This design comes from an exercise in tuning for small area, a short achievable clock period and few clock cycles on the open sky130 flow, not from production work. At most, simulation tests tie the RTL to the original design; equivalence was not proved. The RTL of runs 2 to 4 was laid out without a check of its function. Power is estimated from default activity; no workload was simulated.

==> flow/config.mk <==
export PLATFORM = sky130hd
export DESIGN_NAME = y_filter_top
export DESIGN_NICKNAME = y_filter_top
export VERILOG_FILES = /design/flow/design.v
export SDC_FILE = /design/flow/constraint.sdc
export NUM_CORES = 4
export LEC_CHECK = 0
export CAP_MARGIN = 20
export CORE_MARGIN = 2
export CORE_UTILIZATION = 40
export CTS_BUF_LIST = sky130_fd_sc_hd__clkbuf_8
export SETUP_SLACK_MARGIN = 2.9
export SLEW_MARGIN = 20
==> flow/constraint.sdc <==
create_clock -name core_clock -period 5.5 [get_ports {clock}]
set_input_delay 1.1000 -clock core_clock [delete_from_list [all_inputs] [get_ports {clock}]]
set_output_delay 1.1000 -clock core_clock [all_outputs]
set_load 0.01 [all_outputs]
==> flow/design.v <==
package pix_pkg;
	localparam int PIXEL_BITS = 8;
	localparam int LANES      = 4;                   
	typedef logic [PIXEL_BITS-1:0]       pixel_t;
	typedef logic [LANES*PIXEL_BITS-1:0] beat_t;    
	localparam int LINE_BEATS   = 4;                 
	localparam int STORED_LINES = 4;                 
	typedef logic [1:0] col_t;                       
	typedef logic [2:0] row_cnt_t;                   
endpackage
package filt_pkg;
	typedef logic [1:0] rot_t;
	typedef logic [7:0] coeff_t;
	localparam coeff_t H_EDGE   = 8'd6;
	localparam coeff_t H_NEAR   = 8'd58;
	localparam coeff_t H_CENTER = 8'd128;
	typedef logic [15:0] prod_t;                     
	typedef logic [17:0] sum_t;                      
	localparam sum_t ROUND_BIAS  = 18'd128;
	localparam int   ROUND_SHIFT = 8;
endpackage
`timescale 1ns/1ps
module y_filter_top
(
	input  logic  clock,
	input  logic  reset,
	input  logic  in_valid,
	output logic  in_ready,
	input  pix_pkg::beat_t in_data,
	input  logic  in_first,
	output logic  out_valid,
	input  logic  out_ready,
	output pix_pkg::beat_t out_data
);
	localparam int LANES = pix_pkg::LANES;
	localparam int PB    = pix_pkg::PIXEL_BITS;
	localparam int LB    = pix_pkg::LINE_BEATS;
	localparam int DEPTH = LB * pix_pkg::STORED_LINES;
	logic           adv;                                 
	logic           accept;
	pix_pkg::beat_t sr [DEPTH];                          
	logic [9:0]     g2 [LANES];                          
	logic [11:0]    g3 [LANES];                          
	logic [9:0]     u [LANES];
	logic [6:0]     w [LANES];
	logic           uw_valid;
	pix_pkg::col_t  col;
	logic [2:0]     row;
	logic           s_valid;
	pix_pkg::beat_t s_data;
	pix_pkg::beat_t res;
	assign in_ready = adv;
	assign accept   = adv && in_valid;
	pix_pkg::col_t eff_col;
	logic [2:0]    eff_row;
	assign eff_col = in_first ? pix_pkg::col_t'(0) : col;
	assign eff_row = in_first ? 3'd0 : row;
	always_ff @(posedge clock) begin
		if (reset) begin
			col <= '0;
			row <= '0;
		end else if (accept) begin
			col <= eff_col + pix_pkg::col_t'(1);
			if (eff_col == pix_pkg::col_t'(LB - 1) && !eff_row[2]) begin
				row <= eff_row + 3'd1;
			end else begin
				row <= eff_row;
			end
		end
	end
	always_ff @(posedge clock) begin
		if (reset) begin
			uw_valid <= 1'b0;
		end else if (adv) begin
			uw_valid <= in_valid && eff_row[2];          
		end
	end
	function automatic logic [23:0] csa(input logic [11:0] a, input logic [11:0] b, input logic [11:0] c);
		logic [11:0] sum;
		logic [11:0] maj;
		sum = a ^ b ^ c;
		maj = (a & b) | (a & c) | (b & c);
		csa = {maj[10:0], 1'b0, sum};
	endfunction
	always_ff @(posedge clock) begin
		if (accept) begin
			sr[0] <= in_data;
			for (int k = 1; k < DEPTH; k++) begin
				sr[k] <= sr[k-1];
			end
			for (int l = 0; l < LANES; l++) begin
				logic [23:0] cs;
				logic [11:0] g2x;
				logic [11:0] t;
				cs     = csa(12'(sr[9][l*PB +: PB]), 12'(sr[1][l*PB +: PB]), ~(12'(sr[13][l*PB +: PB])));
				t      = cs[23:12] + cs[11:0] + 12'd1;
				g2[l] <= t[9:0];
				g2x    = {{2{g2[l][9]}}, g2[l]};
				cs     = csa(~{g2x[10:0], 1'b0}, ~g2x, 12'd66);
				g3[l] <= cs[23:12] + cs[11:0];
				cs     = csa(g3[l], {3'd0, in_data[l*PB +: PB], 1'b0}, {4'd0, in_data[l*PB +: PB]});
				t      = cs[23:12] + cs[11:0];
				w[l]  <= t[11:5];
				cs     = csa(12'(sr[11][l*PB +: PB]), 12'(sr[3][l*PB +: PB]), {3'd0, sr[7][l*PB +: PB], 1'b0});
				t      = cs[23:12] + cs[11:0];
				u[l]  <= t[9:0];
			end
		end
	end
	always_comb begin
		for (int l = 0; l < LANES; l++) begin
			logic [9:0] acc;
			acc = u[l] + {{3{w[l][6]}}, w[l]};
			res[l*PB +: PB] = acc[9:2];
		end
	end
	always_ff @(posedge clock) begin
		if (reset) begin
			out_valid <= 1'b0;
			s_valid   <= 1'b0;
			adv       <= 1'b1;
		end else if (s_valid) begin
			if (out_ready) begin
				s_valid <= 1'b0;
				adv     <= 1'b1;
			end
		end else if (!out_valid || out_ready) begin
			out_valid <= uw_valid;
		end else if (uw_valid) begin
			s_valid <= 1'b1;
			adv     <= 1'b0;
		end
	end
	always_ff @(posedge clock) begin
		if (!out_valid || out_ready) begin
			out_data <= s_valid ? s_data : res;
		end
		if (adv) begin
			s_data <= res;
		end
	end
endmodule
==> flow/run.sh <==
#!/bin/bash
# synth_recipe.tcl (not shown) runs the flow's synth.tcl, then flattens the netlist and writes it again
# the make line also repeats each setting of config.mk as NAME=value (left out here)
make -C /OpenROAD-flow-scripts/flow DESIGN_CONFIG=/design/flow/config.mk WORK_HOME=/design/flow/orfs CLKGATE_MAP_FILE= SYNTH_SCRIPT=/design/flow/synth_recipe.tcl finish
==> notes.md, run 1 <==
### Status
- timing/DRC/antenna clean — status

### Floorplanning
- 71 — ports placed on the boundary
- 0.07768 sq mm — die area
- 278.7 um — horizontal die dimension
- 40.48% — starting utilization of the core area
- 100 — number of placement rows
- 0.07457 sq mm — Std-Cell Core Area
- 278.7 um — Die Ht

### Placed design
- 70 — port bufs
- 0.03239 sq mm — area post-placement
- 1725 ps — worst slack after detailed placement
- 2,951 — instance count after placement with tap cells included
- 34.65 mm — Post-DP HPWL
- 0.8029 — final weighted congestion in routability-driven placement

### STA
- 906.0 ps — actual slew at the worst max-slew pin
- 46.99% — Final Cycle Share
- 386.9 MHz — FMAX
- 403.9 ps — final hold slack
- 39.38% — Slew HR
- 0 — Setup violations, final
- 26.42 ps — clock skew
- 2585 ps — shortest period the worst path allows
- 2916 ps — final setup slack of the worst path
- 0 — total count of max-transition violations in the final report
- yes — RSZ-0062 raised after global routing
- 0 ps — sum of negative setup slack
- 0 — hold violation count in the final report

### Finish
- edfxtp_1 (668), inv_1 (234), ha_1 (194) — commonest non-fill, non-tap cells in the layout
- 0.03480 sq mm — final std cell area, no fill
- 46.67% — Core Util, Final
- 15.29% — growth of design area from synthesis to finish
- 6,504 — number of fillers in the final layout
- 14.01% — fraction of final layout cells with drive strength greater than 1
- 2,464 — count of nets after finishing
- edfxtp_1 — most common library cell in the layout ignoring fill and taps
- 3,183 — filler-free cell count of the finished design

### Yosys
- edfxtp_1 — Synth Flop Type
- 6 — number of warning messages in the yosys log
- 1,906 — synthesized netlist cell count
- 668 — Post-synth EDFFs
- 677 — synthesized flop and latch total
- 15.84 sq um — mean post-synth cell area
- 67.05% — portion of the post-synthesis area used by sequential elements
- edfxtp_1 — library cell occupying the most area in the post-synthesis netlist
- 56 — count of unique library cells instantiated by Yosys
- 66.45% — Yosys top cell area share
- 0.03019 sq mm — Cell Area, Synth
- 0% — proportion of register bits with asynchronous set or reset after synthesis
- edfxtp_1 (66%), ha_1 (8.5%), fa_1 (6.4%), xnor2_1 (3.3%), inv_1 (2.5%) — most area-consuming cells after synthesis
- 2,245 — Syn Nets

### Route
- 16.80 um — Avg WL per Cell
- 1,038 — 1st-iter DRT viols
- 53.46 mm — wire length reported by the detailed router
- 15,559 — total via count after detailed routing
- 0 — remaining design rule violation count
- 0 — Post-DRT Antenna Nets
- 4.888 — vias per std cell
- 5 — iteration count of the initial detailed-routing pass

### Setup path
- register — crit start category
- register — kind of end point of the critical path
- reg -> reg — critical path type
- 3020 ps — CP Data Arrival Time
- 5940 ps — Req. time, crit path
- 2 — maximum fanout count along the critical path

### Clocking
- clkbuf_8 — Clk Tree Root Cell
- 3 — Longest Clk Path Bufs
- done — TritonCTS clock tree
- 0 — count of hold-fix buffers inserted at cts
- 60 ps — Clock transition at path regs
- 710 ps — Worst-Skew Late Latency
- 3 — H-tree lvl count
- 113 — total clock buffers created by CTS
- 677 — number of clock sinks

### Global route
- 2 — initial antenna violation count
- 13.82% — combined global-route utilization of all metal layers
- 15,972 — via count of the first global-routing pass
- 84.45 mm — first-pass GRT wire length
- 116 — maximum number of pins on one net before global-route repair
- 0 — overflow left after global routing

### Pwr
- 13.48 nW — Leak
- 0.0002563 V — maximum resistive drop on vdd
- 500.9 mW/mm^2 — ratio of total power to cell area
- 17.43 mW — Power Total

### Flow run
- 0 — number of maximum-capacitance violations

### Min path
- reg -> reg — Hold Path Class

cell type report:
type                    instances  area [sq um]  area share [%]
clock inverters                86         421.7           1.211
flip-flops and latches        677         20240           58.17
repair buffers                109         975.9           2.804
clock buffers                 116          1597           4.587
well taps                     969          1212           3.483
multi-input cells            1020          9583           27.53
diodes                          2         5.005         0.01438
inverters                     204         765.7           2.200
flip-flops by register name, summed over array words and instances, names as in the netlist, 2 cells and up:
signal    flops
sr          448
g3           48
g2           40
u            40
out_data     32
s_data       32
w            28
row           3
col           2
report_power, final:
group          total [mW]  switching, mW  internal (mW)
combinational        5.86           3.12           2.75
sequential           7.55          0.436           7.11
clock                4.02           1.98           2.04
critical path, stage by stage (launching register included):
cell and delay [ps]:
edfxtp_1 420, fa_2 520, ha_4 190, fa_2 380, a21o_1 190, a21oi_2 170
nor2b_2 80, o31ai_2 260, a21oi_1 110
what timing repair did:
item | 4_1_cts | 5_1_grt
pin swaps | 21 | 40
cloned | 0 | 1
buffers inserted | 15 | 12
setup endpoints to repair | 640 | 168
resized for setup | 128 | 61
synthesized netlist by cell type (11+ instances only):
library cell  count
inv_1           204
nor2_1           95
nand3_1          20
a211oi_1         12
xnor2_1         114
o21ai_0          64
o21a_1           20
a21o_1           25
a21oi_1          79
nor2b_1          34
mux2_2           22
nor3_1           11
xor2_1           23
edfxtp_1        668
fa_1             96
nand2_1          47
ha_1            206
and3_1           13
a21boi_0         16
per-layer routing:
layer / GRT usage [%] / routed length [um] / up-vias
met5: 0 / 0 / -
met3: 3.171 / 2293 / 100
met1: 19.30 / 25520 / 7737
met2: 21.38 / 24270 / 264
li1: - / - / 7458
met4: 4.659 / 1380 / 0
final timing paths:
kind / from / end / slack, ps / cells after the start
max reg2reg: sr[3][17] / u[2][9] / 2920 / 8
max: sr[3][17] / u[2][9] / 2920 / 8
min reg2reg: sr[6][25] / sr[7][25] / 400 / 0
min: sr[6][25] / sr[7][25] / 400 / 0
cell families (layout without fill, tap and decap cells):
family	count (synthesis)	in the layout	synth area share (%)
compound gates	295	295	6.333
simple gates	259	260	4.161
xor+xnor	137	137	3.975
buf+inv	210	515	2.611
mux	26	26	0.9699
flops	677	677	67.05
fa+ha+maj	302	302	14.90
other cells	0	2	0
Testbench counts, summed over its fixed seeds: cycles 3,088.
==> run 2, diff against run 1 <==
--- a/flow/design.v
+++ b/flow/design.v
@@ -35,20 +35,17 @@
 	localparam int LANES = pix_pkg::LANES;
 	localparam int PB    = pix_pkg::PIXEL_BITS;
 	localparam int LB    = pix_pkg::LINE_BEATS;
-	localparam int DEPTH = LB * pix_pkg::STORED_LINES;
+	localparam int DEPTH = LB * pix_pkg::STORED_LINES - 2;    
 	logic           adv;                                 
 	logic           accept;
 	pix_pkg::beat_t sr [DEPTH];                          
 	logic [9:0]     g2 [LANES];                          
-	logic [11:0]    g3 [LANES];                          
-	logic [9:0]     u [LANES];
-	logic [6:0]     w [LANES];
-	logic           uw_valid;
+	logic [9:0]     u2 [LANES];                          
+	logic [14:0]    p [LANES];                           
 	pix_pkg::col_t  col;
 	logic [2:0]     row;
-	logic           s_valid;
-	pix_pkg::beat_t s_data;
 	pix_pkg::beat_t res;
+	assign adv      = !out_valid || out_ready;
 	assign in_ready = adv;
 	assign accept   = adv && in_valid;
 	pix_pkg::col_t eff_col;
@@ -68,13 +65,6 @@
 			end
 		end
 	end
-	always_ff @(posedge clock) begin
-		if (reset) begin
-			uw_valid <= 1'b0;
-		end else if (adv) begin
-			uw_valid <= in_valid && eff_row[2];          
-		end
-	end
 	function automatic logic [23:0] csa(input logic [11:0] a, input logic [11:0] b, input logic [11:0] c);
 		logic [11:0] sum;
 		logic [11:0] maj;
@@ -90,53 +80,40 @@
 			end
 			for (int l = 0; l < LANES; l++) begin
 				logic [23:0] cs;
-				logic [11:0] g2x;
 				logic [11:0] t;
-				cs     = csa(12'(sr[9][l*PB +: PB]), 12'(sr[1][l*PB +: PB]), ~(12'(sr[13][l*PB +: PB])));
-				t      = cs[23:12] + cs[11:0] + 12'd1;
+				logic [14:0] gx;
+				logic [14:0] ps;
+				logic [14:0] pc;
+				cs     = csa(12'(sr[13][l*PB +: PB]), ~(12'(sr[9][l*PB +: PB])), ~(12'(sr[1][l*PB +: PB])));
+				t      = cs[23:12] + cs[11:0];
 				g2[l] <= t[9:0];
-				g2x    = {{2{g2[l][9]}}, g2[l]};
-				cs     = csa(~{g2x[10:0], 1'b0}, ~g2x, 12'd66);
-				g3[l] <= cs[23:12] + cs[11:0];
-				cs     = csa(g3[l], {3'd0, in_data[l*PB +: PB], 1'b0}, {4'd0, in_data[l*PB +: PB]});
+				cs     = csa(12'(sr[9][l*PB +: PB]), 12'(sr[1][l*PB +: PB]), {3'd0, sr[5][l*PB +: PB], 1'b0});
 				t      = cs[23:12] + cs[11:0];
-				w[l]  <= t[11:5];
-				cs     = csa(12'(sr[11][l*PB +: PB]), 12'(sr[3][l*PB +: PB]), {3'd0, sr[7][l*PB +: PB], 1'b0});
-				t      = cs[23:12] + cs[11:0];
-				u[l]  <= t[9:0];
+				u2[l] <= t[9:0];
+				gx     = {{5{g2[l][9]}}, g2[l]};
+				ps     = {gx[13:0], 1'b0} ^ gx ^ 15'd70;
+				pc     = {(({gx[13:0], 1'b0} & gx) | (({gx[13:0], 1'b0} | gx) & 15'd70)), 1'b0};
+				p[l]  <= ps + pc[14:0] + {u2[l], 5'd0};
 			end
 		end
 	end
 	always_comb begin
 		for (int l = 0; l < LANES; l++) begin
-			logic [9:0] acc;
-			acc = u[l] + {{3{w[l][6]}}, w[l]};
-			res[l*PB +: PB] = acc[9:2];
+			logic [14:0] acc;
+			acc = p[l] + {6'd0, in_data[l*PB +: PB], 1'b0} + {7'd0, in_data[l*PB +: PB]};
+			res[l*PB +: PB] = acc[14:7];
 		end
 	end
 	always_ff @(posedge clock) begin
 		if (reset) begin
 			out_valid <= 1'b0;
-			s_valid   <= 1'b0;
-			adv       <= 1'b1;
-		end else if (s_valid) begin
-			if (out_ready) begin
-				s_valid <= 1'b0;
-				adv     <= 1'b1;
-			end
-		end else if (!out_valid || out_ready) begin
-			out_valid <= uw_valid;
-		end else if (uw_valid) begin
-			s_valid <= 1'b1;
-			adv     <= 1'b0;
+		end else if (adv) begin
+			out_valid <= in_valid && eff_row[2];         
 		end
 	end
 	always_ff @(posedge clock) begin
-		if (!out_valid || out_ready) begin
-			out_data <= s_valid ? s_data : res;
-		end
 		if (adv) begin
-			s_data <= res;
+			out_data <= res;
 		end
 	end
 endmodule
==> notes.md, run 2 <==
### Setup path
- register — crit start category
- 2 — maximum fanout count along the critical path, unchanged
- p[3][13] — capturing element of the worst setup path
- reg -> reg — critical path type
- 3200 ps — CP Data Arrival Time, +180 ps
- 10 — number of cells on the worst reg-to-reg path, +2
- p[3][13] — destination of the worst register-to-register timing path
- g2[3][3] — source of the critical timing path
- g2[3][3] — source of the worst register-to-register timing path
- 5920 ps — Req. time, crit path, -20 ps
- 2720 ps — r2r setup slk, -190 ps
- register — kind of end point of the critical path

### Floorplanning
- 0.06883 sq mm — Std-Cell Core Area, -7.7%
- 268.2 um — Die Ht, -3.8%
- 0.07195 sq mm — die area, -7.4%
- 40.58% — starting utilization of the core area, +0.094 points
- 71 — ports placed on the boundary, unchanged
- 268.2 um — horizontal die dimension, -3.8%
- 96 — number of placement rows, -4.0%

### Yosys
- edfxtp_1 — library cell occupying the most area in the post-synthesis netlist
- edfxtp_1 — Synth Flop Type
- 16.47 sq um — mean post-synth cell area, +4.0%
- 0.02793 sq mm — Cell Area, Synth, -7.5%
- 5 — number of warning messages in the yosys log, -1
- 620 — Post-synth EDFFs, -7.2%
- edfxtp_1 (67%), ha_1 (9.6%), fa_1 (8.6%), xnor2_1 (3.1%), inv_1 (3.1%) — most area-consuming cells after synthesis
- 2,067 — Syn Nets, -7.9%
- edfxtp_1 — most frequent cell after synthesis
- 1,696 — synthesized netlist cell count, -11%
- 66.67% — Yosys top cell area share, +0.22 points
- 626 — synthesized flop and latch total, -7.5%
- 49 — count of unique library cells instantiated by Yosys, -13%
- 67.10% — portion of the post-synthesis area used by sequential elements, about the same
- edfxtp_1 (620), inv_1 (229), ha_1 (214) — Commonest cells post-synth
- 0% — proportion of register bits with asynchronous set or reset after synthesis, unchanged

### Finish
- 0.03386 sq mm — final std cell area, no fill, -2.7%
- 24.62% — fraction of final layout cells with drive strength greater than 1, +11 points
- sr (448), p (60) — registers with the most flip-flops
- 2,331 — count of nets after finishing, -5.4%
- 21.24% — growth of design area from synthesis to finish
- 2,972 — filler-free cell count of the finished design, -6.6%
- edfxtp_1 (620), inv_1 (221), ha_1 (152) — commonest non-fill, non-tap cells in the layout
- sr — register with the most flip-flops
- 5,775 — number of fillers in the final layout, -11%
- 448 — number of flip-flops in the largest register, unchanged
- edfxtp_1 — most common library cell in the layout ignoring fill and taps

### Clocking
- 60 ps — Clock transition at path regs, about the same
- done — TritonCTS clock tree
- 0 — count of hold-fix buffers inserted at cts, unchanged
- 626 — number of clock sinks, -7.5%
- clkbuf_8 — Clk Tree Root Cell
- 102 — total clock buffers created by CTS, -9.7%
- 3 — H-tree lvl count, unchanged
- 680 ps — Worst-Skew Late Latency, -30 ps
- 3 — Longest Clk Path Bufs, unchanged

### STA
- 0 — hold violation count in the final report, unchanged
- 359.8 MHz — FMAX, -7.0%
- 50.53% — Final Cycle Share, +3.5 points
- 0 — Setup violations, final, unchanged
- 535.5 ps — actual slew at the worst max-slew pin, -370.5 ps
- 0 — total count of max-transition violations in the final report, unchanged
- 0 ps — sum of negative setup slack, unchanged
- 390.4 ps — final hold slack, -13.53 ps
- 64.30% — Slew HR, +25 points
- 2779 ps — shortest period the worst path allows, +194.6 ps
- yes — RSZ-0062 raised after global routing
- 29.25 ps — clock skew, +2.834 ps

### Route
- 5 — iteration count of the initial detailed-routing pass, unchanged
- 16.35 um — Avg WL per Cell, -2.7%
- 48.58 mm — wire length reported by the detailed router, -9.1%
- 13,916 — total via count after detailed routing, -11%
- 4.682 — vias per std cell, -4.2%
- 0 — remaining design rule violation count, unchanged
- 691 — 1st-iter DRT viols, -33%
- 0 — Post-DRT Antenna Nets, unchanged

### Placed design
- 70 — port bufs, unchanged
- 0.7625 — final weighted congestion in routability-driven placement, -5.0%
- 31.42 mm — Post-DP HPWL, -9.3%
- 2,713 — instance count after placement with tap cells included, -8.1%
- 0.03022 sq mm — area post-placement, -6.7%

### Global route
- 1 — initial antenna violation count, -1
- 14,906 — via count of the first global-routing pass, -6.7%
- 106 — maximum number of pins on one net before global-route repair, -8.6%
- 0 — overflow left after global routing, unchanged
- 77.39 mm — first-pass GRT wire length, -8.4%
- 13.84% — combined global-route utilization of all metal layers, +0.021 points

### Min path
- sr[8][21] — hold path startpoint
- reg -> reg — Hold Path Class

### Status
- timing/DRC/antenna clean — status

### Pwr
- 0.0003259 V — maximum resistive drop on vdd, +27%
- 17.39 mW — Power Total, -0.23%
- 513.7 mW/mm^2 — ratio of total power to cell area, +2.6%
- 13.16 nW — Leak, -2.4%

### Flow run
- 0 — number of maximum-capacitance violations, unchanged

## run 2: timing repair
action	CTS	global route
hold endpoints to repair	0	0
gates resized for setup	293	164
endpoints found under the setup margin	681	276
pin swaps	97	144
cloned	1	0
buffers inserted	39	34
## run 2: power by group
| group | switching [mW] | internal, mW |
|---|---|---|
| Clock | 1.82 | 1.88 |
| Sequential | 0.371 | 6.36 |
| Combinational | 3.48 | 3.49 |
| Total | 5.67 | 11.7 |
## run 2: routing by layer
metal	vias up	GRT usage (%)	share of wire [%]
met4	0	4.635	2.2
met2	213	22.12	47
met5	-	0	0
li1	6637	-	-
met1	6983	18.85	47
met3	83	2.987	3.6
## run 2: area by class of cell
class | count | area [sq um] | area share, %
sequential | 626 | 18740 | 55.34
antenna | 2 | 5.005 | 0.01478
clock buffer | 102 | 1404 | 4.146
inverter | 229 | 912.1 | 2.694
timing repair buffer | 160 | 1400 | 4.135
tap | 931 | 1165 | 3.440
multi-input combinational | 841 | 9793 | 28.92
clock inverter | 81 | 441.7 | 1.304
## run 2: cell families (layout without fill, tap and decap cells)
group | after synthesis | count (layout) | share of synthesized area (%)
mux | 1 | 1 | 0.03584
fa+ha+maj | 334 | 334 | 18.19
compound gates | 204 | 204 | 4.852
buf+inv | 230 | 572 | 3.091
flops | 626 | 626 | 67.10
other cells | 0 | 2 | 0
xor+xnor | 121 | 121 | 3.795
simple gates | 180 | 181 | 2.939
## run 2: metrics by stage
stage	worst slack, ps	util, %
floorplan	1860	-
global placement	1485	43.90
detailed placement	1471	43.90
CTS	2699	47.99
global route	2580	49.19
finish	2721	49.19
## run 2: critical path, stage by stage (launching register included)
cell,delay [ps]
edfxtp_1,440
ha_4,280
ha_4,240
ha_4,160
fa_2,390
a21oi_4,200
o21ai_4,80
a2111oi_4,390
o21bai_1,130
a21oi_2,140
xnor2_1,80
## run 2: worst min-delay path by stage
stage / end / depth (start not counted) / slack, ps
detailed placement: sr[11][9] / 0 / 400
global placement: sr[13][11] / 0 / 400
global route: sr[5][28] / 0 / 400
floorplan: sr[11][0] / 0 / 400
finish: sr[9][21] / 0 / 390
CTS: sr[7][26] / 0 / 390
==> run 3, diff against run 2 <==
--- a/flow/config.mk
+++ b/flow/config.mk
@@ -8,6 +8,8 @@
 export CAP_MARGIN = 20
 export CORE_MARGIN = 2
 export CORE_UTILIZATION = 40
-export CTS_BUF_LIST = sky130_fd_sc_hd__clkbuf_8
+export CTS_BUF_LIST = sky130_fd_sc_hd__clkbuf_16
+export CTS_CLUSTER_DIAMETER = 60
+export CTS_CLUSTER_SIZE = 24
 export SETUP_SLACK_MARGIN = 2.9
 export SLEW_MARGIN = 20
==> notes.md, run 3 <==
### Yosys
- 0% — proportion of register bits with asynchronous set or reset after synthesis, unchanged
- 49 — count of unique library cells instantiated by Yosys, unchanged
- 2,067 — Syn Nets, unchanged
- 0.02793 sq mm — Cell Area, Synth, unchanged
- 1,696 — synthesized netlist cell count, unchanged
- 626 — synthesized flop and latch total, unchanged
- edfxtp_1 — Synth Flop Type
- 620 — Post-synth EDFFs, unchanged
- 5 — number of warning messages in the yosys log, unchanged
- 66.67% — Yosys top cell area share, unchanged
- edfxtp_1 — library cell occupying the most area in the post-synthesis netlist
- 67.10% — portion of the post-synthesis area used by sequential elements, unchanged
- edfxtp_1 (620), inv_1 (229), ha_1 (214) — Commonest cells post-synth
- edfxtp_1 (67%), ha_1 (9.6%), fa_1 (8.6%), xnor2_1 (3.1%), inv_1 (3.1%) — most area-consuming cells after synthesis
- edfxtp_1 — most frequent cell after synthesis
- 16.47 sq um — mean post-synth cell area, unchanged

### Global route
- 13.62% — combined global-route utilization of all metal layers, -0.22 points
- 14,497 — via count of the first global-routing pass, -2.7%
- 76.51 mm — first-pass GRT wire length, -1.1%
- 0 — overflow left after global routing, unchanged
- 3 — initial antenna violation count, +2
- 106 — maximum number of pins on one net before global-route repair, unchanged

### Route
- 0 — remaining design rule violation count, unchanged
- 48.41 mm — wire length reported by the detailed router, -0.36%
- 13,809 — total via count after detailed routing, -0.77%
- 729 — 1st-iter DRT viols, +5.5%
- 0 — Post-DRT Antenna Nets, unchanged
- 5 — iteration count of the initial detailed-routing pass, unchanged
- 4.770 — vias per std cell, +1.9%
- 16.72 um — Avg WL per Cell, +2.3%

### Clocking
- 626 — number of clock sinks, unchanged
- 3 — Longest Clk Path Bufs, unchanged
- done — TritonCTS clock tree
- 0 — count of hold-fix buffers inserted at cts, unchanged
- 80 ps — Clock transition at path regs, +20 ps
- clkbuf_16 — Clk Tree Root Cell
- 600 ps — Worst-Skew Late Latency, -80 ps
- 2 — H-tree lvl count, -1
- 47 — total clock buffers created by CTS, -54%

### Floorplanning
- 0.07195 sq mm — die area, unchanged
- 71 — ports placed on the boundary, unchanged
- 268.2 um — Die Ht, unchanged
- 96 — number of placement rows, unchanged
- 40.58% — starting utilization of the core area, unchanged
- 0.06883 sq mm — Std-Cell Core Area, unchanged
- 268.2 um — horizontal die dimension, unchanged

### STA
- 66.37% — Slew HR, +2.1 points
- 0 — Setup violations, final, unchanged
- 0 — total count of max-transition violations in the final report, unchanged
- 27.97 ps — clock skew, -1.284 ps
- 354.6 MHz — FMAX, -1.4%
- yes — RSZ-0062 raised after global routing
- 0 — hold violation count in the final report, unchanged
- 51.27% — Final Cycle Share, +0.74 points
- 504.4 ps — actual slew at the worst max-slew pin, -31.16 ps
- 2820 ps — shortest period the worst path allows, +40.79 ps
- 0 ps — sum of negative setup slack, unchanged

### Setup path
- 5 — maximum fanout count along the critical path, +3
- 5850 ps — Req. time, crit path, -70 ps
- primary input — crit start category
- fa_1 — Worst path slowest cell
- 1 — number of buffers and inverters on the critical path, +1
- 500 ps — slowest stage delay, CP, +60 ps
- in -> reg — critical path type
- 3170 ps — CP Data Arrival Time, -30 ps
- dlygate4sd2_1 -> fa_1 -> ha_1 -> o21a_1 -> o21ai_0 -> nand2b_1 -> o41a_4 -> nand4_4 -> xnor2_2 — critical-path cell list
- adder cells — cell type group with the largest total delay on the critical path
- register — kind of end point of the critical path

### Finish
- 0 — number of antenna repair diodes, -2
- 2,298 — count of nets after finishing, -1.4%
- 0.01874 sq mm — sequential standard cell area, unchanged
- 5,688 — number of fillers in the final layout, -1.5%
- 448 — number of flip-flops in the largest register, unchanged
- edfxtp_1 — most common library cell in the layout ignoring fill and taps
- sr — register with the most flip-flops
- 25.71% — fraction of final layout cells with drive strength greater than 1, +1.1 points
- edfxtp_1 (620), inv_1 (199), ha_1 (148) — commonest non-fill, non-tap cells in the layout
- 0.009996 sq mm — multi-input combinational cell area, +2.1%
- 22.72% — growth of design area from synthesis to finish
- sr (448), p (60) — registers with the most flip-flops

### Pwr
- 518.8 mW/mm^2 — ratio of total power to cell area, +0.98%
- 13.20 nW — Leak, +0.27%
- 0.0003719 V — maximum resistive drop on vdd, +14%
- 17.78 mW — Power Total, +2.2%

### Placed design
- 31.42 mm — Post-DP HPWL, unchanged
- 0.7625 — final weighted congestion in routability-driven placement, unchanged
- 70 — port bufs, unchanged

### Flow run
- 0 — number of maximum-capacitance violations, unchanged

### Status
- timing/DRC/antenna clean — status

### Min path
- reg -> reg — Hold Path Class

==> run 3: metal layers <==
layer  GRT usage, %  wire, um
met3          2.025      1556
met5              0         0
met4          4.197      1134
met2          22.15     23060
met1          18.99     22660
==> run 3: through the flow <==
step / setup WS (ps) / cells / hold slack (ps) / util, % / area, sq um
finish: 2680 / 2895 / 410.3 / 49.80 / 34270
global route: 2561 / 2895 / 413.3 / 49.80 / 34270
CTS: 2706 / 2847 / 410.0 / 48.09 / 33100
detailed placement: 1471 / 2713 / 404.5 / 43.90 / 30220
global placement: 1485 / 2713 / 400.5 / 43.90 / 30220
floorplan: 1860 / 1696 / 400.3 / - / 28160
==> run 3: kinds of logic after synthesis <==
group                    Yosys count  synth area share, %
AO/OA/AOI/OAI                    204                4.852
XOR/XNOR                         121                3.795
adder cells (fa/ha/maj)          334                18.19
buffers and inverters            230                3.091
flip-flops                       626                67.10
multiplexers                       1              0.03584
AND/OR/NAND/NOR                  180                2.939
==> run 3: final cells by class <==
class                      count  area share (%)
clock buffer                  48           3.505
timing repair buffer         182           5.016
tap                          931           3.399
multi-input combinational    841           29.17
sequential                   626           54.67
inverter                     229           2.691
clock inverter                38           1.552
==> run 3: path summary, 6_finish.rpt <==
| path | from | depth (start not counted) | endpoint | slack (ps) |
|---|---|---|---|---|
| max | in_data[6] | 9 | out_data[7] | 2680 |
| min | sr[12][18] | 0 | sr[13][18] | 410 |
| max reg2reg | g2[3][2] | 10 | p[3][13] | 2700 |
| min reg2reg | sr[12][18] | 0 | sr[13][18] | 410 |
==> run 3: what timing repair did <==
item	in CTS	in global routing
endpoints found under the setup margin	678	84
pin swaps	107	175
endpoints found under the hold margin	0	0
buffers inserted	47	48
gates resized for setup	321	195
gates cloned	1	0
==> run 3: report_power, final <==
| group | internal (mW) | switching, mW | total, mW |
|---|---|---|---|
| registers | 6.35 | 0.374 | 6.73 |
| logic | 3.67 | 3.59 | 7.26 |
| clock network | 1.92 | 1.87 | 3.79 |
==> run 4, diff against run 3 <==
--- a/flow/design.v
+++ b/flow/design.v
@@ -65,12 +65,11 @@
 			end
 		end
 	end
-	function automatic logic [23:0] csa(input logic [11:0] a, input logic [11:0] b, input logic [11:0] c);
-		logic [11:0] sum;
-		logic [11:0] maj;
-		sum = a ^ b ^ c;
-		maj = (a & b) | (a & c) | (b & c);
-		csa = {maj[10:0], 1'b0, sum};
+	function automatic logic [29:0] csa(input logic [14:0] a, input logic [14:0] b, input logic [14:0] c);
+		csa = {(a & b) | (a & c) | (b & c), a ^ b ^ c};
+	endfunction
+	function automatic logic [14:0] cpa1(input logic [29:0] cs);
+		cpa1 = cs[14:0] + {cs[28:15], 1'b1};
 	endfunction
 	always_ff @(posedge clock) begin
 		if (accept) begin
@@ -79,28 +78,21 @@
 				sr[k] <= sr[k-1];
 			end
 			for (int l = 0; l < LANES; l++) begin
-				logic [23:0] cs;
-				logic [11:0] t;
+				logic [14:0] t;
 				logic [14:0] gx;
-				logic [14:0] ps;
-				logic [14:0] pc;
-				cs     = csa(12'(sr[13][l*PB +: PB]), ~(12'(sr[9][l*PB +: PB])), ~(12'(sr[1][l*PB +: PB])));
-				t      = cs[23:12] + cs[11:0];
+				t      = cpa1(csa(15'(sr[13][l*PB +: PB]), ~(15'(sr[9][l*PB +: PB])), ~(15'(sr[1][l*PB +: PB]))));
 				g2[l] <= t[9:0];
-				cs     = csa(12'(sr[9][l*PB +: PB]), 12'(sr[1][l*PB +: PB]), {3'd0, sr[5][l*PB +: PB], 1'b0});
-				t      = cs[23:12] + cs[11:0];
+				t      = cpa1(csa(15'(sr[9][l*PB +: PB]), 15'(sr[1][l*PB +: PB]), {6'd0, sr[5][l*PB +: PB], 1'b1}));
 				u2[l] <= t[9:0];
 				gx     = {{5{g2[l][9]}}, g2[l]};
-				ps     = {gx[13:0], 1'b0} ^ gx ^ 15'd70;
-				pc     = {(({gx[13:0], 1'b0} & gx) | (({gx[13:0], 1'b0} | gx) & 15'd70)), 1'b0};
-				p[l]  <= ps + pc[14:0] + {u2[l], 5'd0};
+				p[l]  <= cpa1(csa({gx[13:0], 1'b1}, gx, {u2[l], 5'd0}));
 			end
 		end
 	end
 	always_comb begin
 		for (int l = 0; l < LANES; l++) begin
 			logic [14:0] acc;
-			acc = p[l] + {6'd0, in_data[l*PB +: PB], 1'b0} + {7'd0, in_data[l*PB +: PB]};
+			acc = cpa1(csa(p[l], {6'd0, in_data[l*PB +: PB], 1'b0}, {7'd0, in_data[l*PB +: PB]}));
 			res[l*PB +: PB] = acc[14:7];
 		end
 	end
--- a/flow/config.mk
+++ b/flow/config.mk
@@ -8,8 +8,6 @@
 export CAP_MARGIN = 20
 export CORE_MARGIN = 2
 export CORE_UTILIZATION = 40
-export CTS_BUF_LIST = sky130_fd_sc_hd__clkbuf_16
-export CTS_CLUSTER_DIAMETER = 60
-export CTS_CLUSTER_SIZE = 24
+export CTS_BUF_LIST = sky130_fd_sc_hd__clkbuf_8
 export SETUP_SLACK_MARGIN = 2.9
 export SLEW_MARGIN = 20
==> notes.md, run 4 <==
### Yosys
- 0% — proportion of register bits with asynchronous set or reset after synthesis, unchanged
- 0.02766 sq mm — Cell Area, Synth, -0.97%
- 620 — Post-synth EDFFs, unchanged
- edfxtp_1 — most frequent cell after synthesis
- 5 — number of warning messages in the yosys log, unchanged
- 67.75% — portion of the post-synthesis area used by sequential elements, +0.66 points
- edfxtp_1 (620), ha_1 (178), inv_1 (141) — Commonest cells post-synth
- 626 — synthesized flop and latch total, unchanged
- 2,000 — Syn Nets, -3.2%
- 16.57 sq um — mean post-synth cell area, +0.63%
- edfxtp_1 (67%), fa_1 (8.4%), ha_1 (8.1%), xnor2_1 (2.7%), inv_1 (1.9%) — most area-consuming cells after synthesis
- 1,669 — synthesized netlist cell count, -1.6%
- 67.32% — Yosys top cell area share, +0.65 points
- edfxtp_1 — library cell occupying the most area in the post-synthesis netlist
- 52 — count of unique library cells instantiated by Yosys, +6.1%
- edfxtp_1 — Synth Flop Type

### STA
- 33.50 ps — clock skew, +5.533 ps
- 684.0 ps — actual slew at the worst max-slew pin, +179.6 ps
- 3105 ps — shortest period the worst path allows, +284.8 ps
- yes — RSZ-0062 raised after global routing
- 0 ps — sum of negative setup slack, unchanged
- 0 — Setup violations, final, unchanged
- 56.45% — Final Cycle Share, +5.2 points
- 0 — total count of max-transition violations in the final report, unchanged
- 0 — hold violation count in the final report, unchanged
- 54.40% — Slew HR, -12 points
- 322.1 MHz — FMAX, -9.2%

### Global route
- 96 — maximum number of pins on one net before global-route repair, -9.4%
- 13.93% — combined global-route utilization of all metal layers, +0.31 points
- 14,783 — via count of the first global-routing pass, +2.0%
- 77.46 mm — first-pass GRT wire length, +1.2%
- 1 — initial antenna violation count, -2
- 0 — overflow left after global routing, unchanged

### Setup path
- buf_4 -> fa_1 -> ha_2 -> or4_4 -> a211oi_4 -> a211oi_2 -> and2_4 -> o21a_4 -> o2111a_1 -> xor2_1 — critical-path cell list
- or4_4 — Worst path slowest cell
- 9 — number of cells on the worst reg-to-reg path, -1
- 560 ps — slowest stage delay, CP, +60 ps
- register — kind of end point of the critical path
- 1 — number of buffers and inverters on the critical path, unchanged
- 3520 ps — CP Data Arrival Time, +350 ps
- 5 — maximum fanout count along the critical path, unchanged
- 5910 ps — Req. time, crit path, +60 ps
- compound AO/OA/AOI/OAI gates — cell type group with the largest total delay on the critical path
- 10 — WP depth, +1
- primary input — crit start category
- in -> reg — critical path type

### Clocking
- 60 ps — Clock transition at path regs, -20 ps
- 626 — number of clock sinks, unchanged
- 690 ps — Worst-Skew Late Latency, +90 ps
- 3 — Longest Clk Path Bufs, unchanged
- 0 — count of hold-fix buffers inserted at cts, unchanged
- clkbuf_8 — Clk Tree Root Cell
- done — TritonCTS clock tree
- 103 — total clock buffers created by CTS, +120%
- 3 — H-tree lvl count, +1

### Finish
- 2,885 — filler-free cell count of the finished design, -0.35%
- sr — register with the most flip-flops
- edfxtp_1 (620), inv_1 (158), ha_1 (151) — commonest non-fill, non-tap cells in the layout
- 22.15% — fraction of final layout cells with drive strength greater than 1, -3.6 points
- 48.00% — Core Util, Final, -1.8 points
- sr (448), p (60) — registers with the most flip-flops
- 2,252 — count of nets after finishing, -2.0%
- 18.83% — growth of design area from synthesis to finish
- 5,852 — number of fillers in the final layout, +2.9%
- 448 — number of flip-flops in the largest register, unchanged
- edfxtp_1 — most common library cell in the layout ignoring fill and taps

### Pwr
- 493.5 mW/mm^2 — ratio of total power to cell area, -4.9%
- 12.57 nW — Leak, -4.7%
- 0.0002768 V — maximum resistive drop on vdd, -26%

### Status
- timing/DRC/antenna clean — status

### Flow run
- 0 — number of maximum-capacitance violations, unchanged

### Route
- 5 — iteration count of the initial detailed-routing pass, unchanged
- 0 — Post-DRT Antenna Nets, unchanged
- 4.847 — vias per std cell, +1.6%
- 758 — 1st-iter DRT viols, +4.0%
- 16.83 um — Avg WL per Cell, +0.66%
- 0 — remaining design rule violation count, unchanged
- 13,983 — total via count after detailed routing, +1.3%
- 48.55 mm — wire length reported by the detailed router, +0.31%

### Floorplanning
- 0.07126 sq mm — die area, -0.96%
- 96 — number of placement rows, unchanged
- 0.06847 sq mm — Std-Cell Core Area, -0.52%
- 40.39% — starting utilization of the core area, -0.18 points
- 71 — ports placed on the boundary, unchanged
- 266.9 um — horizontal die dimension, -0.48%
- 266.9 um — Die Ht, -0.48%

### Placed design
- 0.8029 — final weighted congestion in routability-driven placement, +5.3%
- 70 — port bufs, unchanged
- 29.94 mm — Post-DP HPWL, -4.7%
- 2,622 — instance count after placement with tap cells included, -3.4%

### Min path
- 0 — WHS Path Cells, unchanged
- reg -> reg — Hold Path Class

==> run 4: cell count changes after synthesis, moves of 15 or more <==
cell / change
o21ai_0: -18
a21oi_1: +15
ha_1: -36
inv_1: -88
o21ai_1: +43
xor2_1: +19
==> run 4: kinds of logic (layout without fill, tap and decap cells) <==
logic type / after synthesis / count (layout) / share of synthesized area, %
flops: 626 / 626 / 67.75
other cells: 0 / 3 / 0
xor+xnor: 126 / 126 / 3.990
mux: 1 / 1 / 0.03619
compound gates: 278 / 278 / 6.442
simple gates: 188 / 191 / 3.212
fa+ha+maj: 294 / 294 / 16.45
buf+inv: 156 / 484 / 2.117
==> run 4: final timing paths <==
path / from / end / slack [ps]
min: sr[3][15] / sr[4][15] / 390
max reg2reg: p[3][3] / out_data[31] / 2480
max: in_data[10] / out_data[15] / 2400
min reg2reg: sr[3][15] / sr[4][15] / 390
==> run 4: area by class of cell <==
cell class	instances	area [sq um]	share of cell area, %
clock inverter	80	409.1	1.245
clock buffer	104	1431	4.355
antenna	3	7.507	0.02284
timing repair buffer	158	1368	4.161
inverter	142	543.0	1.652
multi-input combinational	890	9264	28.19
sequential	626	18740	57.02
tap	882	1104	3.358
==> run 4: repair_timing <==
| item | CTS | global route |
|---|---|---|
| setup endpoints to repair | 671 | 92 |
| pin swaps | 84 | 116 |
| setup buffers | 38 | 35 |
| gates cloned | 3 | 0 |
| resized for setup | 240 | 140 |
==> run 4: power breakdown <==
group | internal, mW | total (mW) | leakage, nW | switching (mW)
clock network | 1.86 | 3.71 | 1.06 | 1.86
registers | 6.34 | 6.76 | 6.14 | 0.418
logic | 2.80 | 5.75 | 5.37 | 2.95
total | 11.0 | 16.2 | 12.6 | 5.23
==> run 4: metal layers <==
metal	global-route usage (%)	routed length (um)	vias up
met5	0	0	-
met4	5.147	1105	0
met3	2.906	1945	91
met2	21.71	22530	255
met1	19.33	22970	6962
li1	-	-	6675
==> run 4: metrics by stage <==
step           hold slack (ps)  total power, mW  setup slack, ps  cell area [sq um]
6_report                 393.1            16.22             2395              32870
5_1_grt                  408.5            17.36             2365              32870
4_1_cts                  388.6            15.93             2422              32100
3_5_place_dp             404.5            11.61             1245              29720
3_3_place_gp             400.1            11.57             1277              29720
2_1_floorplan            400.3            10.28             1860              27820
==> run 4: worst reg2reg max path: cells and delay by family (launching register included) <==
family | cells | cell delay [ps]
AOI/OAI and AO/OA | 4 | 770
xor gates and xnor gates | 1 | 160
adders and majority gates | 2 | 720
DFF | 1 | 420
and+or+nand+nor | 2 | 700
==> run 5, diff against run 4 <==
--- a/flow/design.v
+++ b/flow/design.v
@@ -68,8 +68,29 @@
 	function automatic logic [29:0] csa(input logic [14:0] a, input logic [14:0] b, input logic [14:0] c);
 		csa = {(a & b) | (a & c) | (b & c), a ^ b ^ c};
 	endfunction
+	function automatic logic [14:0] add15(input logic [14:0] a, input logic [14:0] b);
+		logic [14:0] g;
+		logic [14:0] p;
+		logic [14:0] gg;
+		logic [14:0] pp;
+		g  = a & b;
+		p  = a ^ b;
+		gg = g;
+		pp = p;
+		for (int lv = 0; lv < 4; lv++) begin
+			for (int i = 0; i < 15; i++) begin
+				if ((i >> lv) & 1) begin
+					int j;
+					j = ((i >> lv) << lv) - 1;
+					gg[i] = gg[i] | (pp[i] & gg[j]);
+					pp[i] = pp[i] & pp[j];
+				end
+			end
+		end
+		add15 = p ^ {gg[13:0], 1'b0};
+	endfunction
 	function automatic logic [14:0] cpa1(input logic [29:0] cs);
-		cpa1 = cs[14:0] + {cs[28:15], 1'b1};
+		cpa1 = add15(cs[14:0], {cs[28:15], 1'b1});
 	endfunction
 	always_ff @(posedge clock) begin
 		if (accept) begin
==> notes.md, run 5 <==
### Status
- timing/DRC/antenna clean — status

### Finish
- 24.99% — fraction of final layout cells with drive strength greater than 1, +2.8 points
- edfxtp_1 — most common library cell in the layout ignoring fill and taps
- 22.46% — growth of design area from synthesis to finish
- sr — register with the most flip-flops
- 448 — number of flip-flops in the largest register, unchanged
- 2,273 — count of nets after finishing, +0.93%
- edfxtp_1 (620), inv_1 (260), fa_1 (129) — commonest non-fill, non-tap cells in the layout
- 2,889 — filler-free cell count of the finished design, +0.14%
- 5,703 — number of fillers in the final layout, -2.5%
- 0.01874 sq mm — sequential standard cell area, about the same
- sr (448), p (60) — registers with the most flip-flops
- 0.008755 sq mm — multi-input combinational cell area, -5.5%

### Floorplanning
- 0.06835 sq mm — Std-Cell Core Area, -0.18%
- 266.4 um — horizontal die dimension, -0.21%
- 40.29% — starting utilization of the core area, -0.10 points
- 0.07096 sq mm — die area, -0.43%
- 71 — ports placed on the boundary, unchanged
- 266.4 um — Die Ht, -0.21%
- 96 — number of placement rows, unchanged

### Setup path
- 520 ps — slowest stage delay, CP, -40 ps
- u2[2][8] — capturing element of the worst setup path
- 0 — number of buffers and inverters on the critical path, -1
- adder cells — cell type group with the largest total delay on the critical path
- 3 — maximum fanout count along the critical path, -2
- 9 — number of cells on the worst reg-to-reg path, unchanged
- sr[9][17] — source of the critical timing path
- 2460 ps — r2r setup slk, -20 ps
- 5900 ps — Req. time, crit path, about the same
- 9 — WP depth, -1
- u2[2][8] — destination of the worst register-to-register timing path
- reg -> reg — critical path type
- fa_1 — Worst path slowest cell
- a21o_1 — Top cell by count, worst path
- register — crit start category
- 3440 ps — CP Data Arrival Time, -80 ps
- fa_1 -> fa_2 -> a21o_1 -> a21oi_2 -> o21bai_1 -> a21o_1 -> a21o_1 -> a21o_1 -> fa_2 — critical-path cell list
- sr[9][17] — source of the worst register-to-register timing path
- register — kind of end point of the critical path

### Route
- 13,381 — total via count after detailed routing, -4.3%
- 0 — remaining design rule violation count, unchanged
- 0 — Post-DRT Antenna Nets, unchanged
- 825 — 1st-iter DRT viols, +8.8%
- 4.632 — vias per std cell, -4.4%
- 15.93 um — Avg WL per Cell, -5.3%
- 46.04 mm — wire length reported by the detailed router, -5.2%
- 4 — iteration count of the initial detailed-routing pass, -1

### Global route
- 21.45% — met2 Use GR, -0.25 points
- 2.998% — global-route met3 utilization, +0.092 points
- 128 — maximum number of pins on one net before global-route repair, +33%
- met2 — most crowded layer after global routing
- 73.70 mm — first-pass GRT wire length, -4.9%
- 0 — overflow left after global routing, unchanged
- 13.26% — combined global-route utilization of all metal layers, -0.67 points
- 1 — initial antenna violation count, unchanged
- 14,343 — via count of the first global-routing pass, -3.0%
- 17.79% — met1 Track Usage GR, -1.5 points

### Clocking
- 626 — number of clock sinks, unchanged
- 3 — Longest Clk Path Bufs, unchanged
- done — TritonCTS clock tree
- 0 — count of hold-fix buffers inserted at cts, unchanged
- 690 ps — Worst-Skew Late Latency, about the same
- 3 — H-tree lvl count, unchanged
- clkbuf_8 — Clk Tree Root Cell
- 60 ps — Clock transition at path regs, about the same
- 107 — total clock buffers created by CTS, +3.9%

### Pwr
- 0.0002801 V — maximum resistive drop on vdd, +1.2%
- 486.9 mW/mm^2 — ratio of total power to cell area, -1.3%
- 13.38 nW — Leak, +6.4%

### STA
- 420.3 ps — actual slew at the worst max-slew pin, -263.7 ps
- 38.62 ps — clock skew, +5.121 ps
- 0 — Setup violations, final, unchanged
- 328.9 MHz — FMAX, +2.1%
- 71.68% — Slew HR, +17 points
- 55.28% — Final Cycle Share, -1.2 points
- yes — RSZ-0062 raised after global routing
- 0 ps — sum of negative setup slack, unchanged
- 0 — total count of max-transition violations in the final report, unchanged
- 3041 ps — shortest period the worst path allows, -64.08 ps
- 0 — hold violation count in the final report, unchanged

### Placed design
- 2,577 — instance count after placement with tap cells included, -1.7%
- 0.7387 — final weighted congestion in routability-driven placement, -8.0%
- 27.05 mm — Post-DP HPWL, -9.7%
- 70 — port bufs, unchanged

### Yosys
- 620 — Post-synth EDFFs, unchanged
- 17.04 sq um — mean post-synth cell area, +2.8%
- edfxtp_1 — library cell occupying the most area in the post-synthesis netlist
- edfxtp_1 (620), inv_1 (277), ha_1 (170) — Commonest cells post-synth
- 626 — synthesized flop and latch total, unchanged
- edfxtp_1 (68%), fa_1 (11%), ha_1 (7.7%), inv_1 (3.8%), xnor2_1 (1.8%) — most area-consuming cells after synthesis
- 0% — proportion of register bits with asynchronous set or reset after synthesis, unchanged
- 5 — number of warning messages in the yosys log, unchanged
- 0.02754 sq mm — Cell Area, Synth, -0.43%
- 1,616 — synthesized netlist cell count, -3.2%
- 68.05% — portion of the post-synthesis area used by sequential elements, +0.30 points
- edfxtp_1 — Synth Flop Type
- 67.61% — Yosys top cell area share, +0.29 points
- 48 — count of unique library cells instantiated by Yosys, -7.7%
- 1,975 — Syn Nets, -1.3%
- edfxtp_1 — most frequent cell after synthesis

### Min path
- 0 — WHS Path Cells, unchanged
- reg -> reg — Hold Path Class

### Flow run
- 0 — number of maximum-capacitance violations, unchanged

[run 5: cell count changes after synthesis, sizes merged, moves of 10 or more]
cell    before  now
inv        142  277
o21ai       62   25
a21oi       82   46
fa         116  152
nor2        62   29
xnor2       85   58
nand2       47   33
clkbuf      14    1
o21a        18    8
[run 5: cell type report]
class / instances / share of cell area [%]
timing repair buffer: 186 / 5.087
multi-input combinational: 711 / 25.96
tap: 882 / 3.273
sequential: 626 / 55.57
inverter: 278 / 3.336
clock buffer: 108 / 4.408
clock inverter: 92 / 2.115
antenna: 2 / 0.01484
timing repair inverter: 4 / 0.2338
[run 5: cell families (layout without fill, tap and decap cells)]
logic type	after synthesis	in the layout	synth area share, %
flops	626	626	68.05
simple gates	122	122	2.131
compound gates	167	167	4.058
xor+xnor	99	99	3.149
other cells	0	2	0
fa+ha+maj	322	322	18.77
mux	1	1	0.03635
buf+inv	279	668	3.803
[run 5: repair_timing]
item,in CTS,in global routing
pin swaps,99,92
resized for setup,282,97
cloned,6,0
setup buffers,60,44
endpoints found under the hold margin,0,0
endpoints found under the setup margin,704,109
[run 5: per-layer routing]
metal | wire length (um) | vias to the layer above
li1 | - | 6346
met1 | 20890 | 6740
met2 | 22360 | 218
met3 | 1856 | 77
met4 | 933 | 0
met5 | 0 | -
[run 5: worst min-delay path by stage]
stage	startpoint	endpoint
after floorplan	sr[10][0]	sr[11][0]
after global placement	sr[12][6]	sr[13][6]
after detailed placement	sr[10][16]	sr[11][16]
after CTS	sr[0][21]	sr[1][21]
after global routing	sr[0][21]	sr[1][21]
final	sr[0][21]	sr[1][21]
[run 5: through the flow]
stage | hold slack (ps) | worst slack (ps) | instance area (sq um) | utilization (%) | total power, mW
2_1_floorplan | 400.3 | 2285 | 27880 | - | 9.911
3_3_place_gp | 400.6 | 1452 | 29800 | 43.60 | 10.97
3_5_place_dp | 404.5 | 1415 | 29800 | 43.60 | 11.11
4_1_cts | 388.1 | 2441 | 33020 | 48.31 | 16.16
5_1_grt | 397.1 | 2324 | 33720 | 49.34 | 17.58
6_report | 395.0 | 2459 | 33720 | 49.34 | 16.42
[run 5: power breakdown]
group | total, mW | internal (mW) | switching, mW
clock | 4.30 | 2.37 | 1.93
sequential | 6.69 | 6.34 | 0.352
combinational | 5.43 | 2.74 | 2.69
total | 16.4 | 11.4 | 4.97
Testbench counts of run 5, summed over its fixed seeds: cycles 3,080.
==> run 6, diff against run 5 <==
--- a/flow/config.mk
+++ b/flow/config.mk
@@ -5,6 +5,7 @@
 export SDC_FILE = /design/flow/constraint.sdc
 export NUM_CORES = 4
 export LEC_CHECK = 0
+export ABC_AREA = 1
 export CAP_MARGIN = 20
 export CORE_MARGIN = 2
 export CORE_UTILIZATION = 40
==> notes.md, run 6 <==
### Finish
- 0.008822 sq mm — multi-input combinational cell area, +0.77%
- 16.43% — growth of design area from synthesis to finish
- edfxtp_1 — most common library cell in the layout ignoring fill and taps
- 6,237 — number of fillers in the final layout, +9.4%
- sr — register with the most flip-flops
- 0 — number of antenna repair diodes, -2
- 448 — number of flip-flops in the largest register, unchanged
- 15.47% — fraction of final layout cells with drive strength greater than 1, -9.5 points
- edfxtp_1 (620), inv_1 (420), nand2_1 (303) — commonest non-fill, non-tap cells in the layout
- 0.01874 sq mm — sequential standard cell area, about the same
- 3,264 — filler-free cell count of the finished design, +13%
- sr (448), p (60) — registers with the most flip-flops
- 2,592 — count of nets after finishing, +14%
- 46.82% — Core Util, Final, -2.5 points
- 0.03330 sq mm — final std cell area, no fill, -1.3%

### Route
- 0 — remaining design rule violation count, unchanged
- 0 — Post-DRT Antenna Nets, unchanged
- 4.510 — vias per std cell, -2.6%
- 15.08 um — Avg WL per Cell, -5.3%
- 7 — iteration count of the initial detailed-routing pass, +3
- 49.23 mm — wire length reported by the detailed router, +6.9%
- 871 — 1st-iter DRT viols, +5.6%
- 14,721 — total via count after detailed routing, +10%

### STA
- 0 — total count of max-transition violations in the final report, unchanged
- 366.4 MHz — FMAX, +11%
- 0 — hold violation count in the final report, unchanged
- 49.62% — Final Cycle Share, -5.7 points
- 546.3 ps — actual slew at the worst max-slew pin, +126.1 ps
- 2771 ps — final setup slack of the worst path, +311.5 ps
- 0 ps — sum of negative setup slack, unchanged
- 0 — Setup violations, final, unchanged
- 2729 ps — shortest period the worst path allows, -311.5 ps
- yes — RSZ-0062 raised after global routing
- 34.50 ps — clock skew, -4.122 ps
- 63.58% — Slew HR, -8.1 points

### Placed design
- 32.03 mm — Post-DP HPWL, +18%
- 0.03064 sq mm — area post-placement, +2.8%
- 70 — port bufs, unchanged
- 3,038 — instance count after placement with tap cells included, +18%
- 0.8078 — final weighted congestion in routability-driven placement, +9.4%
- 1504 ps — worst slack after detailed placement, +88.54 ps

### Yosys
- edfxtp_1 (65%), fa_1 (11%), ha_1 (7.4%), inv_1 (5.5%), nand2_1 (4.2%) — most area-consuming cells after synthesis
- 0% — multiplexer share of the synthesized area, -0.036 points
- 30 — count of unique library cells instantiated by Yosys, -38%
- 65.52% — portion of the post-synthesis area used by sequential elements, -2.5 points
- 620 — Post-synth EDFFs, unchanged
- 18.08% — adder-cell share of the synthesized area, -0.70 points
- adder cells — combinational family with the most area after synthesis
- 0.02860 sq mm — Cell Area, Synth, +3.9%
- 65.10% — Yosys top cell area share, -2.5 points
- 2,369 — Syn Nets, +20%
- 7.005% — area fraction in and, or, nand and nor cells after synthesis, +4.9 points
- 626 — synthesized flop and latch total, unchanged
- edfxtp_1 — most frequent cell after synthesis
- 1.715% — XOR/XNOR Fraction of Synth Area, -1.4 points
- 2,010 — synthesized netlist cell count, +24%
- 2.061% — Synth Area in Compound Gates, -2.0 points
- edfxtp_1 (620), inv_1 (419), nand2_1 (323) — Commonest cells post-synth
- 0% — proportion of register bits with asynchronous set or reset after synthesis, unchanged
- edfxtp_1 — Synth Flop Type
- 5 — number of warning messages in the yosys log, unchanged
- 14.23 sq um — mean post-synth cell area, -17%
- edfxtp_1 — library cell occupying the most area in the post-synthesis netlist

### Setup path
- 260 ps — slowest stage delay, CP, -260 ps
- 2 — maximum fanout count along the critical path, -1
- buffers and inverters — cell type group with the largest total delay on the critical path
- dlygate4sd2_1 -> inv_4 -> nand2_8 -> buf_6 — critical-path cell list
- output pin — kind of end point of the critical path
- 2860 ps — r2r setup slk, +400 ps
- in -> out — critical path type
- 1630 ps — CP Data Arrival Time, -1810 ps
- 3 — number of buffers and inverters on the critical path, +3
- 4400 ps — Req. time, crit path, -1500 ps
- dlygate4sd2_1 — Worst path slowest cell
- primary input — crit start category

### Clocking
- 103 — total clock buffers created by CTS, -3.7%
- clkbuf_8 — Clk Tree Root Cell
- 626 — number of clock sinks, unchanged
- 700 ps — Worst-Skew Late Latency, about the same
- 3 — Longest Clk Path Bufs, unchanged
- 3 — H-tree lvl count, unchanged
- 60 ps — Clock transition at path regs, about the same
- 0 — count of hold-fix buffers inserted at cts, unchanged
- done — TritonCTS clock tree

### Floorplanning
- 98 — number of placement rows, +2.1%
- 0.07112 sq mm — Std-Cell Core Area, +4.1%
- 271.4 um — Die Ht, +1.9%
- 0.07365 sq mm — die area, +3.8%
- 40.21% — starting utilization of the core area, -0.079 points
- 71 — ports placed on the boundary, unchanged
- 271.4 um — horizontal die dimension, +1.9%

### Global route
- 15,501 — via count of the first global-routing pass, +8.1%
- 103 — maximum number of pins on one net before global-route repair, -20%
- 79.27 mm — first-pass GRT wire length, +7.6%
- 5 — initial antenna violation count, +4
- 13.64% — combined global-route utilization of all metal layers, +0.38 points
- 0 — overflow left after global routing, unchanged

### Min path
- reg -> reg — Hold Path Class

### Pwr
- 0.0003069 V — maximum resistive drop on vdd, +9.5%
- 14.17 nW — Leak, +5.9%
- 458.1 mW/mm^2 — ratio of total power to cell area, -5.9%

### Flow run
- 0 — number of maximum-capacitance violations, unchanged

### Status
- timing/DRC/antenna clean — status

## run 6: changes by cell type after synthesis, sizes merged, moves of 17 or more
| cell | before | now |
|---|---|---|
| nor2 | 29 | 52 |
| inv | 277 | 428 |
| o21ai | 25 | 8 |
| a21o | 39 | 20 |
| xnor2 | 58 | 25 |
| nand3 | 13 | 69 |
| nand2 | 33 | 336 |
## run 6: cell families after synthesis
kind of cell	Yosys count
AO/OA/AOI/OAI	97
AND/OR/NAND/NOR	481
adder cells (fa/ha/maj)	322
buffers and inverters	428
XOR/XNOR	56
flip-flops	626
## run 6: layout make-up
| class | instances | share of cell area, % |
|---|---|---|
| Multi-Input combinational cell | 957 | 26.50 |
| Inverter | 428 | 4.919 |
| Sequential cell | 626 | 56.29 |
| Clock buffer | 106 | 4.381 |
| Timing Repair inverter | 1 | 0.04885 |
| Clock inverter | 80 | 1.270 |
| Tap cell | 950 | 3.570 |
| Timing Repair Buffer | 116 | 3.029 |
## run 6: metrics by stage
| stage | power [mW] | hold slack (ps) |
|---|---|---|
| 6_report | 15.25 | 392.0 |
| 5_1_grt | 16.47 | 399.1 |
| 4_1_cts | 15.30 | 384.7 |
| 3_5_place_dp | 11.20 | 404.5 |
| 3_3_place_gp | 11.02 | 400.8 |
| 2_1_floorplan | 9.874 | 400.3 |
## run 6: where the power goes
| group | internal, mW | switching [mW] | leakage [nW] | total (mW) |
|---|---|---|---|---|
| logic | 2.08 | 2.77 | 6.95 | 4.85 |
| registers | 6.27 | 0.358 | 6.14 | 6.63 |
| clock network | 1.93 | 1.84 | 1.07 | 3.77 |
| total | 10.3 | 4.97 | 14.2 | 15.3 |
## run 6: final timing paths
path / start / end / cells past startpoint
worst max-delay path: out_ready / in_ready / 4
worst min-delay path: sr[8][3] / sr[9][3] / 0
worst max register to register: sr[1][5] / u2[0][8] / 7
worst min register to register: sr[8][3] / sr[9][3] / 0
## run 6: metal layers
layer	track usage, %	share of wire [%]	vias up
met5	0	0.053	-
met4	4.352	2.5	4
met3	3.547	4.5	98
met2	21.55	46	237
met1	18.50	47	7236
li1	-	-	7146
## run 6: repair_timing
item                       4_1_cts  5_1_grt
cloned                           2        0
setup endpoints to repair      472      225
gates resized for setup        213      103
buffers inserted                24       14
pin swaps                       55       59
==> run 7, diff against run 6 <==
--- a/flow/config.mk
+++ b/flow/config.mk
@@ -8,7 +8,7 @@
 export ABC_AREA = 1
 export CAP_MARGIN = 20
 export CORE_MARGIN = 2
-export CORE_UTILIZATION = 40
+export CORE_UTILIZATION = 55
 export CTS_BUF_LIST = sky130_fd_sc_hd__clkbuf_8
 export SETUP_SLACK_MARGIN = 2.9
 export SLEW_MARGIN = 20
==> notes.md, run 7 <==
### Yosys
- edfxtp_1 (620), inv_1 (419), nand2_1 (323) — Commonest cells post-synth
- 65.52% — portion of the post-synthesis area used by sequential elements, unchanged
- 18.08% — adder-cell share of the synthesized area, unchanged
- 0% — proportion of register bits with asynchronous set or reset after synthesis, unchanged
- edfxtp_1 — most frequent cell after synthesis
- edfxtp_1 — Synth Flop Type
- 2,010 — synthesized netlist cell count, unchanged
- 2,369 — Syn Nets, unchanged
- 620 — Post-synth EDFFs, unchanged
- 0% — multiplexer share of the synthesized area, unchanged
- edfxtp_1 — library cell occupying the most area in the post-synthesis netlist
- 5 — number of warning messages in the yosys log, unchanged
- edfxtp_1 (65%), fa_1 (11%), ha_1 (7.4%), inv_1 (5.5%), nand2_1 (4.2%) — most area-consuming cells after synthesis
- 2.061% — Synth Area in Compound Gates, unchanged
- 0.02860 sq mm — Cell Area, Synth, unchanged
- adder cells — combinational family with the most area after synthesis
- 30 — count of unique library cells instantiated by Yosys, unchanged
- 1.715% — XOR/XNOR Fraction of Synth Area, unchanged
- 65.10% — Yosys top cell area share, unchanged
- 7.005% — area fraction in and, or, nand and nor cells after synthesis, unchanged
- 14.23 sq um — mean post-synth cell area, unchanged
- 626 — synthesized flop and latch total, unchanged

### Finish
- sr (448), p (60) — registers with the most flip-flops
- edfxtp_1 — most common library cell in the layout ignoring fill and taps
- 14.65% — growth of design area from synthesis to finish
- edfxtp_1 (620), inv_1 (418), nand2_1 (306) — commonest non-fill, non-tap cells in the layout
- 2,592 — count of nets after finishing, unchanged
- sr — register with the most flip-flops
- 448 — number of flip-flops in the largest register, unchanged
- 15.28% — fraction of final layout cells with drive strength greater than 1, -0.19 points
- 3,853 — number of fillers in the final layout, -38%

### Global route
- 74.66 mm — first-pass GRT wire length, -5.8%
- 2 — initial antenna violation count, -3
- 14,965 — via count of the first global-routing pass, -3.5%
- 0 — overflow left after global routing, unchanged
- 17.93% — combined global-route utilization of all metal layers, +4.3 points
- 105 — maximum number of pins on one net before global-route repair, +1.9%

### Floorplanning
- 71 — ports placed on the boundary, unchanged
- 232.0 um — Die Ht, -15%
- 83 — number of placement rows, -15%
- 0.05141 sq mm — Std-Cell Core Area, -28%
- 55.63% — starting utilization of the core area, +15 points
- 0.05384 sq mm — die area, -27%
- 232.0 um — horizontal die dimension, -15%

### Placed design
- 30.14 mm — Post-DP HPWL, -5.9%
- 70 — port bufs, unchanged
- 1581 ps — worst slack after detailed placement, +77.38 ps
- 0.7797 — final weighted congestion in routability-driven placement, -3.5%

### Setup path
- 10 — number of cells on the worst reg-to-reg path, +3
- fa_1 — Worst path slowest cell
- primary input — crit start category
- clkdlybuf4s15_2 -> fa_1 -> ha_4 -> nand2_1 -> nor2_2 -> nand2_2 -> nand2_4 -> inv_2 -> fa_2 -> inv_2 — critical-path cell list
- 3 — maximum fanout count along the critical path, +1
- in_data[5] — source of the critical timing path
- 520 ps — slowest stage delay, CP, +260 ps
- inv_2 — Top cell by count, worst path
- sr[1][20] — source of the worst register-to-register timing path
- 5920 ps — Req. time, crit path, +1520 ps
- 3060 ps — CP Data Arrival Time, +1430 ps
- register — kind of end point of the critical path
- in -> reg — critical path type

### Min path
- 0 — WHS Path Cells, unchanged
- sr[10][7] — hold path startpoint
- reg -> reg — Hold Path Class

### Clocking
- 626 — number of clock sinks, unchanged
- 3 — Longest Clk Path Bufs, unchanged
- 680 ps — Worst-Skew Late Latency, -20 ps
- 0 — count of hold-fix buffers inserted at cts, unchanged
- 3 — H-tree lvl count, unchanged
- done — TritonCTS clock tree
- 100 — total clock buffers created by CTS, -2.9%
- 60 ps — Clock transition at path regs, about the same
- clkbuf_8 — Clk Tree Root Cell

### Route
- 14,626 — total via count after detailed routing, -0.65%
- 15.47 um — Avg WL per Cell, +2.6%
- 0 — remaining design rule violation count, unchanged
- 5 — iteration count of the initial detailed-routing pass, -2
- 787 — 1st-iter DRT viols, -9.6%
- 46.18 mm — wire length reported by the detailed router, -6.2%
- 4.901 — vias per std cell, +8.7%
- 0 — Post-DRT Antenna Nets, unchanged

### Status
- timing/DRC/antenna clean — status

### Pwr
- 14.12 nW — Leak, -0.35%
- 458.0 mW/mm^2 — ratio of total power to cell area, about the same
- 0.0003551 V — maximum resistive drop on vdd, +16%
- 15.02 mW — Power Total, -1.6%

### STA
- 2639 ps — shortest period the worst path allows, -89.98 ps
- 0 — hold violation count in the final report, unchanged
- 24.80 ps — clock skew, -9.700 ps
- 0 — Setup violations, final, unchanged
- 378.9 MHz — FMAX, +3.4%
- 0 — total count of max-transition violations in the final report, unchanged
- 560.6 ps — actual slew at the worst max-slew pin, +14.25 ps
- 47.99% — Final Cycle Share, -1.6 points
- yes — RSZ-0062 raised after global routing
- 62.63% — Slew HR, -0.95 points
- 0 ps — sum of negative setup slack, unchanged
- 2861 ps — final setup slack of the worst path, +89.98 ps

### Flow run
- 0 — number of maximum-capacitance violations, unchanged

## run 7: cell counts after synthesis
Identical to the previous run, type by type.
## run 7: cells by family after synthesis
logic type | after synthesis
AO/OA/AOI/OAI | 97
XOR/XNOR | 56
adder cells (fa/ha/maj) | 322
buffers and inverters | 428
flip-flops | 626
AND/OR/NAND/NOR | 481
## run 7: repair_timing
item,4_1_cts,5_1_grt
gates resized for setup,206,113
setup endpoints to repair,469,170
setup buffers,29,13
cloned,2,0
pin swaps,46,61
## run 7: path summary, 6_finish.rpt
| check | to | slack, ps |
|---|---|---|
| worst max register to register | u2[2][8] | 2920 |
| worst min register to register | sr[11][7] | 400 |
| worst min-delay path | sr[11][7] | 400 |
| worst max-delay path | out_data[1] | 2860 |
## run 7: report_power, final
part / internal (mW) / switching [mW]
Combinational: 2.10 / 2.78
Clock: 1.81 / 1.73
Sequential: 6.27 / 0.327
## run 7: routing by layer
| metal | vias up | global-route usage [%] | part of all wire [%] |
|---|---|---|---|
| met5 | - | 0 | 0 |
| met4 | 0 | 6.530 | 3.0 |
| met3 | 104 | 3.880 | 3.8 |
| met2 | 236 | 27.61 | 46 |
| met1 | 7152 | 25.43 | 47 |
| li1 | 7134 | - | - |
## run 7: critical path, delay by kind of cell
| kind | cells | cell delay, ps |
|---|---|---|
| and+or+nand+nor | 4 | 320 |
| adders and majority gates | 3 | 1340 |
| buffers and inverters | 3 | 290 |
## run 7: stage by stage
step	area (sq um)	std cells	hold WS (ps)	utilization, %
detailed placement	30310	2767	404.5	58.96
CTS	32410	2970	398.8	63.05
global placement	30310	2767	400.3	58.96
global route	32790	2984	414.8	63.78
finish	32790	2984	400.0	63.78
floorplan	28650	2010	400.3	-
## run 7: layout make-up
cell class / instances / area [sq um] / area share (%)
tap: 680 / 850.8 / 2.595
clock buffer: 103 / 1418 / 4.324
antenna: 1 / 2.502 / 0.007632
timing repair buffer: 119 / 1010 / 3.080
sequential: 626 / 18740 / 57.16
clock inverter: 69 / 329.1 / 1.004
multi-input combinational: 957 / 8782 / 26.78
inverter: 428 / 1638 / 4.995
timing repair inverter: 1 / 16.27 / 0.04961

Setup slack of run 7, layout unchanged: 2.861 ns with ideal ports, 2.888 ns with driving cells assumed (clock clkbuf_16, inputs buf_2), 2.173 ns with port delays also shifted by the 0.715 ns mid clock arrival.
